Source: an optimization exercise on an open RTL-to-GDS flow (aim: small area, a short achievable clock period and few clock cycles). Production flows keep margins and buffers that such runs may drop. No activity file was given, so power comes from the tool's default toggle rates.

==> flow/design.v <==
package cnn_axi_pkg;
  localparam logic [1:0] RESP_OKAY     = 2'b00;
  localparam logic [1:0] BURST_INCR    = 2'b01;
  localparam logic [3:0] CACHE_DEFAULT = 4'b0011;
  localparam logic [2:0] SIZE_16B      = 3'b100;
endpackage
module cnn_beat_skid #(
  parameter int DW = 128,
  parameter int IW = 60
) (
  input  logic          clk_i,
  input  logic          rst_ni,
  input  logic          idle_i,        
  input  logic [IW-1:0] head_init_i,
  input  logic [IW-1:0] skid_init_i,
  input  logic          head_hold_i,   
  input  logic          head_rel_i,    
  input  logic          head_hold_d_i,  
  input  logic          skid_hold_i,   
  input  logic          in_valid_i,
  output logic          in_ready_o,
  input  logic [DW-1:0] in_data_i,
  output logic          out_valid_o,
  input  logic          out_ready_i,
  output logic [DW-1:0] out_data_o,
  output logic [DW-1:0] skid_data_o
);
  logic          head_v_q, skid_v_q, ready_q, free_q;
  logic [DW-1:0] head_q, skid_q;
  logic          in_hs, head_load;
  assign in_ready_o  = ready_q;
  assign out_valid_o = head_v_q;
  assign out_data_o  = head_q;
  assign skid_data_o = skid_q;
  assign in_hs     = in_valid_i & ~skid_v_q;
  assign head_load = free_q | (head_v_q & out_ready_i) | (head_hold_i & head_rel_i);
  always_ff @(posedge clk_i or negedge rst_ni) begin
    if (!rst_ni) begin
      head_v_q <= 1'b0;
      skid_v_q <= 1'b0;
      ready_q  <= 1'b1;
      free_q   <= 1'b1;
    end else if (head_load) begin
      head_v_q <= skid_v_q | in_hs;
      skid_v_q <= 1'b0;
      ready_q  <= 1'b1;
      free_q   <= ~(skid_v_q | in_hs | head_hold_d_i);
    end else begin
      skid_v_q <= skid_v_q | in_hs;
      ready_q  <= ~(skid_v_q | in_hs);
      free_q   <= ~(head_v_q | head_hold_d_i);
    end
  end
  logic [DW-1:0] head_src;
  assign head_src = skid_v_q ? skid_q : in_data_i;
  always_ff @(posedge clk_i) begin
    if (head_load)
      head_q <= idle_i ? {head_src[DW-1:IW], head_init_i} : head_src;
    if (!(skid_v_q | skid_hold_i))
      skid_q <= idle_i ? {in_data_i[DW-1:IW], skid_init_i} : in_data_i;
  end
endmodule
module cnn_axi_burst_master #(
  parameter int C_M_AXI_ID_WIDTH   = 12,
  parameter int C_M_AXI_ADDR_WIDTH = 64,
  parameter int C_M_AXI_DATA_WIDTH = 128,
  parameter int BURST_LEN          = 16,
  parameter int ID_VALUE           = 0
) (
  input  logic                            M_AXI_ACLK,
  input  logic                            M_AXI_ARESETN,
  input  logic                            INIT_AXI_TXN,
  input  logic [C_M_AXI_ADDR_WIDTH-1:0]   input_Addr_Offset,
  input  logic [C_M_AXI_ADDR_WIDTH-1:0]   output_Addr_Offset,
  output logic                            TXN_DONE,
  output logic                            ERROR,
  output logic [C_M_AXI_ID_WIDTH-1:0]     M_AXI_ARID,
  output logic [C_M_AXI_ADDR_WIDTH-1:0]   M_AXI_ARADDR,
  output logic [7:0]                      M_AXI_ARLEN,
  output logic [2:0]                      M_AXI_ARSIZE,
  output logic [1:0]                      M_AXI_ARBURST,
  output logic                            M_AXI_ARLOCK,
  output logic [3:0]                      M_AXI_ARCACHE,
  output logic [2:0]                      M_AXI_ARPROT,
  output logic [3:0]                      M_AXI_ARQOS,
  output logic                            M_AXI_ARVALID,
  input  logic                            M_AXI_ARREADY,
  input  logic [C_M_AXI_ID_WIDTH-1:0]     M_AXI_RID,
  input  logic [C_M_AXI_DATA_WIDTH-1:0]   M_AXI_RDATA,
  input  logic [1:0]                      M_AXI_RRESP,
  input  logic                            M_AXI_RLAST,
  input  logic                            M_AXI_RVALID,
  output logic                            M_AXI_RREADY,
  output logic [C_M_AXI_ID_WIDTH-1:0]     M_AXI_AWID,
  output logic [C_M_AXI_ADDR_WIDTH-1:0]   M_AXI_AWADDR,
  output logic [7:0]                      M_AXI_AWLEN,
  output logic [2:0]                      M_AXI_AWSIZE,
  output logic [1:0]                      M_AXI_AWBURST,
  output logic                            M_AXI_AWLOCK,
  output logic [3:0]                      M_AXI_AWCACHE,
  output logic [2:0]                      M_AXI_AWPROT,
  output logic [3:0]                      M_AXI_AWQOS,
  output logic                            M_AXI_AWVALID,
  input  logic                            M_AXI_AWREADY,
  output logic [C_M_AXI_DATA_WIDTH-1:0]   M_AXI_WDATA,
  output logic [C_M_AXI_DATA_WIDTH/8-1:0] M_AXI_WSTRB,
  output logic                            M_AXI_WLAST,
  output logic                            M_AXI_WVALID,
  input  logic                            M_AXI_WREADY,
  input  logic [C_M_AXI_ID_WIDTH-1:0]     M_AXI_BID,
  input  logic [1:0]                      M_AXI_BRESP,
  input  logic                            M_AXI_BVALID,
  output logic                            M_AXI_BREADY
);
  localparam int CW = (BURST_LEN > 1) ? $clog2(BURST_LEN) : 1;
  localparam logic [CW-1:0] LAST_BEAT = CW'(BURST_LEN - 1);
  localparam int LO = $clog2(C_M_AXI_DATA_WIDTH / 8);    
  logic busy_q, done_q, err_q, arvalid_q, awvalid_q, bwait_q, wlast_q;
  logic [CW-1:0] rcnt_q, wcnt_q;
  localparam int IW = C_M_AXI_ADDR_WIDTH - LO;
  logic [C_M_AXI_DATA_WIDTH-1:0] skid_data;
  logic awvalid_d;
  logic start, bad_in, bad_out, bad;
  logic r_hs, w_hs, b_hs, r_bad;
  logic wvalid, rready;
  logic unused_ids;
  assign unused_ids = ^{M_AXI_RID, M_AXI_BID};
  assign bad_in  = (|input_Addr_Offset[LO-1:0])
                 | ((&input_Addr_Offset[11:8]) & (|input_Addr_Offset[7:LO]));
  assign bad_out = (|output_Addr_Offset[LO-1:0])
                 | ((&output_Addr_Offset[11:8]) & (|output_Addr_Offset[7:LO]));
  assign bad     = bad_in | bad_out;
  assign start   = INIT_AXI_TXN & ~busy_q;
  assign r_hs  = M_AXI_RVALID & rready;
  assign w_hs  = wvalid & M_AXI_WREADY;
  assign b_hs  = M_AXI_BVALID & bwait_q;
  assign r_bad = (M_AXI_RRESP != cnn_axi_pkg::RESP_OKAY)
               | (M_AXI_RLAST != (rcnt_q == LAST_BEAT));
  cnn_beat_skid #(.DW(C_M_AXI_DATA_WIDTH), .IW(IW)) u_buf (
    .clk_i       (M_AXI_ACLK),
    .rst_ni      (M_AXI_ARESETN),
    .idle_i      (~busy_q),
    .head_init_i (output_Addr_Offset[C_M_AXI_ADDR_WIDTH-1:LO]),
    .skid_init_i (input_Addr_Offset[C_M_AXI_ADDR_WIDTH-1:LO]),
    .head_hold_i (awvalid_q),
    .head_rel_i  (M_AXI_AWREADY),
    .head_hold_d_i (awvalid_d),
    .skid_hold_i (arvalid_q),
    .in_valid_i  (M_AXI_RVALID),
    .in_ready_o  (rready),
    .in_data_i   (M_AXI_RDATA),
    .out_valid_o (wvalid),
    .out_ready_i (M_AXI_WREADY),
    .out_data_o  (M_AXI_WDATA),
    .skid_data_o (skid_data)
  );
  assign M_AXI_RREADY  = rready;
  assign M_AXI_WVALID  = wvalid;
  assign M_AXI_WLAST   = wlast_q;
  assign M_AXI_WSTRB   = '1;
  assign M_AXI_BREADY  = bwait_q;
  assign M_AXI_ARVALID = arvalid_q;
  assign M_AXI_AWVALID = awvalid_q;
  assign TXN_DONE      = done_q;
  assign ERROR         = err_q;
  assign M_AXI_ARID    = C_M_AXI_ID_WIDTH'(ID_VALUE);
  assign M_AXI_ARADDR  = {skid_data[IW-1:0], LO'(0)};
  assign M_AXI_ARLEN   = 8'(BURST_LEN - 1);
  assign M_AXI_ARSIZE  = cnn_axi_pkg::SIZE_16B;
  assign M_AXI_ARBURST = cnn_axi_pkg::BURST_INCR;
  assign M_AXI_ARLOCK  = 1'b0;
  assign M_AXI_ARCACHE = cnn_axi_pkg::CACHE_DEFAULT;
  assign M_AXI_ARPROT  = 3'b000;
  assign M_AXI_ARQOS   = 4'd0;
  assign M_AXI_AWID    = C_M_AXI_ID_WIDTH'(ID_VALUE);
  assign M_AXI_AWADDR  = {M_AXI_WDATA[IW-1:0], LO'(0)};
  assign M_AXI_AWLEN   = 8'(BURST_LEN - 1);
  assign M_AXI_AWSIZE  = cnn_axi_pkg::SIZE_16B;
  assign M_AXI_AWBURST = cnn_axi_pkg::BURST_INCR;
  assign M_AXI_AWLOCK  = 1'b0;
  assign M_AXI_AWCACHE = cnn_axi_pkg::CACHE_DEFAULT;
  assign M_AXI_AWPROT  = 3'b000;
  assign M_AXI_AWQOS   = 4'd0;
  assign awvalid_d = (start & ~bad) | (awvalid_q & ~M_AXI_AWREADY);
  always_ff @(posedge M_AXI_ACLK or negedge M_AXI_ARESETN) begin
    if (!M_AXI_ARESETN) begin
      busy_q    <= 1'b0;
      done_q    <= 1'b0;
      err_q     <= 1'b0;
      arvalid_q <= 1'b0;
      awvalid_q <= 1'b0;
      bwait_q   <= 1'b0;
      wlast_q   <= 1'b0;
      rcnt_q    <= '0;
      wcnt_q    <= '0;
    end else begin
      busy_q    <= start | (busy_q & ~done_q);
      done_q    <= (start & bad) | b_hs;
      arvalid_q <= (start & ~bad) | (arvalid_q & ~M_AXI_ARREADY);
      awvalid_q <= awvalid_d;
      bwait_q   <= (bwait_q & ~M_AXI_BVALID) | (w_hs & wlast_q);
      if (start)
        err_q <= bad;
      else if ((r_hs & r_bad) | (b_hs & (M_AXI_BRESP != cnn_axi_pkg::RESP_OKAY)))
        err_q <= 1'b1;
      if (r_hs) rcnt_q <= rcnt_q + 1'b1;
      if (w_hs) begin
        wcnt_q  <= wcnt_q + 1'b1;
        wlast_q <= (wcnt_q == LAST_BEAT - 1'b1);
      end
    end
  end
endmodule
clock: 5.5 ns
lec_check: 0
cap_margin: 20
core_margin: 2
core_utilization: 40
setup_slack_margin: 3.5
slew_margin: 20
standard.sh (not shown) runs the stock make flow with config.mk's settings and CLKGATE_MAP_FILE= SYNTH_SCRIPT=/design/flow/synth_recipe.tcl, a recipe that flattens the netlist after the stock synthesis.
==> flow/flow/run.sh <==
#!/bin/bash
# Standard ORFS layout with these changes: ports are buffered with the
# smallest plain buffer instead of the default delay buffer, and CTS adds
# no dummy clock loads and clusters more sinks per leaf buffer.
set -euo pipefail
export BUFFER_PORTS_ARGS="-buffer_cell sky130_fd_sc_hd__buf_1"
export CTS_ARGS="-sink_clustering_enable -repair_clock_nets -dont_use_dummy_load -sink_clustering_size 30 -sink_clustering_max_diameter 150"
bash standard.sh > standard.log 2>&1
The starting point produced a clean layout.
==> next run, changes <==
CORE_UTILIZATION = 65   (was 40)
SETUP_SLACK_MARGIN = 3.3   (was 3.5)
The changed run did not get past 3_2_place_iop.
Synthesized area does not change.
Synthesized cell count does not change.
==> next run, changes <==
==> flow/flow/run.sh (replaced) <==
#!/bin/bash
# Standard ORFS layout with these changes: ports are buffered with the
# smallest plain buffer instead of the default delay buffer; one tie cell
# of each kind drives all constant outputs; synthesized 2:1 muxes start at
# the smallest size; CTS adds no dummy clock loads and clusters more sinks
# per leaf buffer.
set -euo pipefail
HERE=$(cd "$(dirname "$0")" && pwd)
export BUFFER_PORTS_ARGS="-buffer_cell sky130_fd_sc_hd__buf_1"
export SKIP_REPAIR_TIE_FANOUT=1
export POST_FLOORPLAN_TCL="$HERE/post_floorplan.tcl"
export CTS_ARGS="-sink_clustering_enable -repair_clock_nets -dont_use_dummy_load -sink_clustering_size 30 -sink_clustering_max_diameter 150"
bash standard.sh > standard.log 2>&1
==> flow/flow/post_floorplan.tcl (new file) <==
# Start the synthesized 2:1 muxes at the smallest size; timing repair
# later upsizes any that need it.
foreach inst [get_cells -hier *] {
  if {[get_property $inst ref_name] eq "sky130_fd_sc_hd__mux2_2"} {
    replace_cell $inst sky130_fd_sc_hd__mux2_1
  }
}
CORE_UTILIZATION = 40   (was 65)
With this change the flow ran to the end with no violations.
Area after synthesis does not change.
Synthesized cell count stays the same.
==> next run, changes <==
==> flow/flow/run.sh (replaced) <==
#!/bin/bash
# Standard ORFS layout with these changes: ports are buffered with the
# smallest plain buffer instead of the default delay buffer, and CTS adds
# no dummy clock loads and clusters more sinks per leaf buffer.
set -euo pipefail
export BUFFER_PORTS_ARGS="-buffer_cell sky130_fd_sc_hd__buf_1"
export CTS_ARGS="-sink_clustering_enable -repair_clock_nets -dont_use_dummy_load -sink_clustering_size 30 -sink_clustering_max_diameter 150"
bash standard.sh > standard.log 2>&1
removed: flow/flow/post_floorplan.tcl
Outcome:
- wire length fell by 4.7%
- total power fell by 1.6%
- via count rose by 1.4%
- design area rose by 1.5%
- fmax rose by 1.7%
- count of clock-buffer cells in the layout does not change
- critical path depth is unchanged
- combinational power fell by about 3%
- core utilization rose by 0.68 points
- sequential power stays flat
Function was not checked in any run of this note: the RTL went through the layout flow alone.

re-timing with driven ports:
Ports are ideal in the flow. The routed layouts listed here were re-timed in OpenROAD.
Step 1 (the two cells are an assumption about what drives the block):
set clk [get_ports {M_AXI_ACLK}]
set_driving_cell -lib_cell sky130_fd_sc_hd__clkbuf_16 $clk
set_driving_cell -lib_cell sky130_fd_sc_hd__buf_2 [delete_from_list [all_inputs] $clk]
Step 2 also shifts input and output timing later by t, the mid clock arrival at the registers, as if the neighbouring blocks saw the same clock.
a / b / c = ideal / step 1 / step 2; a / b = the first two.
run | shift t [ns] | setup slack, ns | latest minus earliest clock arrival (ns) | pins driven straight from the clock port
the first run | 0.510 | 3.198 / 3.146 / 3.029 | 0.092 / 0.091 | 1
the third run | 0.521 | 3.190 / 3.140 / 2.990 | 0.063 / 0.064 | 1
the fourth run | 0.510 | 3.228 / 3.176 / 2.903 | 0.088 / 0.089 | 1
After both steps every run listed still meets setup and hold. The setup slack of the fourth run, which loses most, moves by -0.052 ns with the drivers and by -0.325 ns with both steps.
